Source: an optimization exercise on an open RTL-to-GDS flow (aim: small area, a short achievable clock period and few clock cycles per item). Production flows keep margins and buffers that such runs may drop. Function was checked by simulation only, so behaviour that the tests miss may differ from the original. Power is estimated from default activity; no workload was simulated.

== the baseline ==
==> flow/design.v (excerpt) <==
module systolic_array_os #(
  parameter  int N      = 4,
  parameter  int DATA_W = 8,
  parameter  int ACC_W  = 24,
  parameter  int MAX_K  = 64,
  localparam int KW     = $clog2(MAX_K + 1),
  localparam int IW     = (N > 1) ? $clog2(N) : 1
) (
  input  logic                clk,
  input  logic                reset_n,
  input  logic                start,
  input  logic [KW-1:0]       k_len,
  input  logic                in_valid,
  output logic                in_ready,
  input  logic [N*DATA_W-1:0] a_vec,
  input  logic [N*DATA_W-1:0] b_vec,
  output logic                out_valid,
  input  logic                out_ready,
  output logic [IW-1:0]       out_idx,
  output logic [N*ACC_W-1:0]  out_row,
  output logic                busy,
  output logic                done
);
Size: ~5800 cells after synthesis, roughly 820 flip-flops, roughly 180 I/O pins, about 60000 um2 of cells after synthesis.
==> flow/config.mk <==
export PLATFORM = sky130hd
export DESIGN_NAME = systolic_array_os
export DESIGN_NICKNAME = systolic_array_os
export VERILOG_FILES = /design/flow/design.v
export SDC_FILE = /design/flow/constraint.sdc
export NUM_CORES = 4
export LEC_CHECK = 0
export CAP_MARGIN = 20
export CORE_MARGIN = 2
export CORE_UTILIZATION = 40
export SLEW_MARGIN = 20
export SYNTH_HIERARCHICAL = 1
==> flow/constraint.sdc <==
create_clock -name core_clock -period 9.0 [get_ports {clk}]
set_input_delay 1.8000 -clock core_clock [delete_from_list [all_inputs] [get_ports {clk}]]
set_output_delay 1.8000 -clock core_clock [all_outputs]
set_load 0.01 [all_outputs]
standard.sh (not shown) runs the stock make flow with config.mk's settings and CLKGATE_MAP_FILE= SYNTH_SCRIPT=/design/flow/synth_recipe.tcl, a recipe that flattens the netlist after the stock synthesis.
==> flow/flow/run.sh <==
#!/bin/bash
set -euo pipefail
bash standard.sh SETUP_SLACK_MARGIN=5.7 "BUFFER_PORTS_ARGS=-buffer_cell sky130_fd_sc_hd__buf_4" finish > standard.log 2>&1
The baseline: full flow OK, the timing, design-rule and antenna checks passed
Testbench counts of the baseline, summed over its fixed seeds: cycles 15,559, jobs 384.
Relative to the baseline, the following input files were edited for the candidate:
==> flow/flow/run.sh <==
#!/bin/bash
set -euo pipefail
bash standard.sh SETUP_SLACK_MARGIN=5.5 "BUFFER_PORTS_ARGS=-buffer_cell sky130_fd_sc_hd__buf_4" finish > standard.log 2>&1
Every run in the comparison, the baseline and the candidate, completed the flow with a clean layout. Sort the baseline and the candidate by worst hold margin desc -> top: the baseline. NOTE power spent charging and discharging nets the baseline->the candidate decreased slightly. In the candidate relative to the baseline, number of clock buffers in the layout had gone down by a few percent. In the metrics for the baseline and the candidate, the one carrying the lower worst-case setup margin in the final layout is the candidate. On the candidate: worst endpoint data arrival time is 2360 ps higher than what the baseline gave.

---

systolic_array_os again, from the RTL that the note above started with.
export LEC_CHECK = 0
export CAP_MARGIN = 20
export CORE_MARGIN = 2
export CORE_UTILIZATION = 40
export SLEW_MARGIN = 20
export SYNTH_HIERARCHICAL = 1
create_clock -name core_clock -period 9.0 [get_ports {clk}]
==> flow/flow/run.sh <==
#!/bin/bash
set -euo pipefail
bash standard.sh SETUP_SLACK_MARGIN=5.2 "BUFFER_PORTS_ARGS=-buffer_cell sky130_fd_sc_hd__buf_4" finish > standard.log 2>&1
Testbench counts at the start, summed over its fixed seeds: cycles 15,559, jobs 384.
Next try:
==> flow/flow/run.sh (replaced) <==
#!/bin/bash
set -euo pipefail
bash standard.sh SETUP_SLACK_MARGIN=6.0 TNS_END_PERCENT=0 "BUFFER_PORTS_ARGS=-buffer_cell sky130_fd_sc_hd__buf_4" finish > standard.log 2>&1
What happened:
- cell area grows by 1.6%
- critical path depth shrinks by 12
- die area does not change
- total power grows by 2.7%
- worst setup slack gets better by 0.41 ns
- wire length grows by 4.9%
- non-clock buffer count grows by 44
- global-route usage grows by 0.14 points
Next try:
==> flow/flow/run.sh (replaced) <==
#!/bin/bash
# The standard layout (standard.sh: the standard synthesis, floorplan, placement,
# CTS, routing) with three settings changed: the timing repair steps aim at a 6 ns
# setup margin (a 3 ns period) instead of the design's 9 ns period, they repair only
# the worst path (TNS_END_PERCENT=0), and the port buffers are buf_4 cells.
# Make's full output goes to standard.log; each ORFS step also keeps its own log under
# orfs/logs/.
set -euo pipefail
bash standard.sh SETUP_SLACK_MARGIN=6.0 TNS_END_PERCENT=0 \
  "BUFFER_PORTS_ARGS=-buffer_cell sky130_fd_sc_hd__buf_4" finish > standard.log 2>&1
=> Clock-buffer cell count stays the same; via count stays the same; total power stays the same; worst setup slack stays the same; critical path depth does not change; wire length is unchanged.
Next try:
==> flow/flow/run.sh (replaced) <==
#!/bin/bash
set -euo pipefail
bash standard.sh SETUP_SLACK_MARGIN=6.2 "BUFFER_PORTS_ARGS=-buffer_cell sky130_fd_sc_hd__buf_4" finish > standard.log 2>&1
Outcome: Die area is unchanged; clock skew goes up by 0.0035 ns; global-route usage increases by 1.2 points; total power rises by roughly a tenth; critical path depth does not change; setup slack loses 0.062 ns; combinational power goes up by about a fifth; sequential power went up slightly; utilization climbs by 3.5 points; fmax went down slightly.
Next try:
==> flow/flow/run.sh (replaced) <==
#!/bin/bash
set -euo pipefail
bash standard.sh SETUP_SLACK_MARGIN=5.7 TNS_END_PERCENT=0 "BUFFER_PORTS_ARGS=-buffer_cell sky130_fd_sc_hd__buf_4" finish > standard.log 2>&1
What happened: The changed run went through all stages and came out clean. First-iteration DRC count is lower by 15%. Design area is lower by 8.4%. Clock-buffer cell count is higher by 4. Wire length is lower by 11%. Maximum frequency hardly moves. Combinational power is lower by 16%.

---

== v6 ==
Another version of the RTL of systolic_array_os (not shown whole).
Size: ~5,500 cells after synthesis, ~810 flip-flops, ~57,000 sq um of cells after synthesis.
==> flow/config.mk <==
export PLATFORM = sky130hd
export DESIGN_NAME = systolic_array_os
export DESIGN_NICKNAME = systolic_array_os
export VERILOG_FILES = /design/flow/design.v
export SDC_FILE = /design/flow/constraint.sdc
export NUM_CORES = 4
export LEC_CHECK = 0
export CAP_MARGIN = 20
export CORE_MARGIN = 2
export CORE_UTILIZATION = 40
export CTS_CLUSTER_DIAMETER = 40
export CTS_CLUSTER_SIZE = 10
export SLEW_MARGIN = 20
export SYNTH_HIERARCHICAL = 1
==> flow/constraint.sdc <==
create_clock -name core_clock -period 9.0 [get_ports {clk}]
set_input_delay 1.8000 -clock core_clock [delete_from_list [all_inputs] [get_ports {clk}]]
set_output_delay 1.8000 -clock core_clock [all_outputs]
set_load 0.01 [all_outputs]
==> flow/flow/run.sh <==
#!/bin/bash
# The standard layout (standard.sh: the standard synthesis, floorplan, placement,
# CTS, routing) with three settings changed: the timing repair steps aim at a 6 ns
# setup margin (a 3 ns period) instead of the design's 9 ns period, they repair only
# the worst path (TNS_END_PERCENT=0), and the port buffers are buf_4 cells.
# Make's full output goes to standard.log; each ORFS step also keeps its own log under
# orfs/logs/.
set -euo pipefail
bash standard.sh SETUP_SLACK_MARGIN=6.0 TNS_END_PERCENT=0 \
  "BUFFER_PORTS_ARGS=-buffer_cell sky130_fd_sc_hd__buf_4" finish > standard.log 2>&1
v6 reached the end of the flow, and the finished layout is clean on the timing, design-rule and antenna checks.
Testbench counts of v6, summed over its fixed seeds: cycles 15,559, jobs 384.
The inputs of v7 differ from those of v6 as listed below.
diff --git a/flow/config.mk b/flow/config.mk
--- a/flow/config.mk
+++ b/flow/config.mk
@@ -10,3 +10 @@
-export CORE_UTILIZATION = 40
-export CTS_CLUSTER_DIAMETER = 40
-export CTS_CLUSTER_SIZE = 10
+export CORE_UTILIZATION = 55
==> comparison <==
Comparing v6 and v7, the lower via count normalized by instance count is on v6. Cmp v7 vs v6: wire length of the first global-routing pass lower in v7. v7 vs v6: design internal power down by a little under 10%.

re-timing with driven ports:
No port has a modelled driver above. Below, the same layouts with a new extraction and two added sets of constraints. Step 1, drivers: a clkbuf_16 drives clk and a buf_2 each remaining input, both assumed. Step 2 also shifts input and output timing later by t, the mid clock arrival at the registers, as if the neighbouring blocks saw the same clock. Slacks: ideal / step 1 / step 2; pairs: ideal / step 1.
| run | shift t [ns] | setup slack, ns | hold WS [ns] |
|---|---|---|---|
| the baseline | 0.791 | 5.742 / 5.660 / 5.057 | 0.400 / 0.400 / 0.400 |
| the candidate | 0.795 | 5.654 / 5.618 / 5.073 | 0.373 / 0.373 / 0.373 |
| the first run of note 2 | 0.797 | 5.358 / 5.358 / 5.069 | 0.373 / 0.373 / 0.373 |
| the second run of note 2 | 0.799 | 5.767 / 5.680 / 5.204 | 0.345 / 0.345 / 0.345 |
| the third run of note 2 | 0.799 | 5.767 / 5.680 / 5.204 | 0.345 / 0.345 / 0.345 |
| the fourth run of note 2 | 0.822 | 5.705 / 5.625 / 5.565 | 0.351 / 0.351 / 0.351 |
| the fifth run of note 2 | 0.788 | 5.696 / 5.625 / 5.103 | 0.408 / 0.408 / 0.408 |
| v6 | 0.837 | 5.778 / 5.700 / 5.276 | 0.359 / 0.359 / 0.359 |
| v7 | 0.748 | 5.813 / 5.740 / 5.253 | 0.438 / 0.438 / 0.438 |
After both steps setup and hold are still met in every run listed. For the baseline, which loses most, drivers alone change the setup slack by -0.082 ns; drivers and shift together by -0.685 ns.
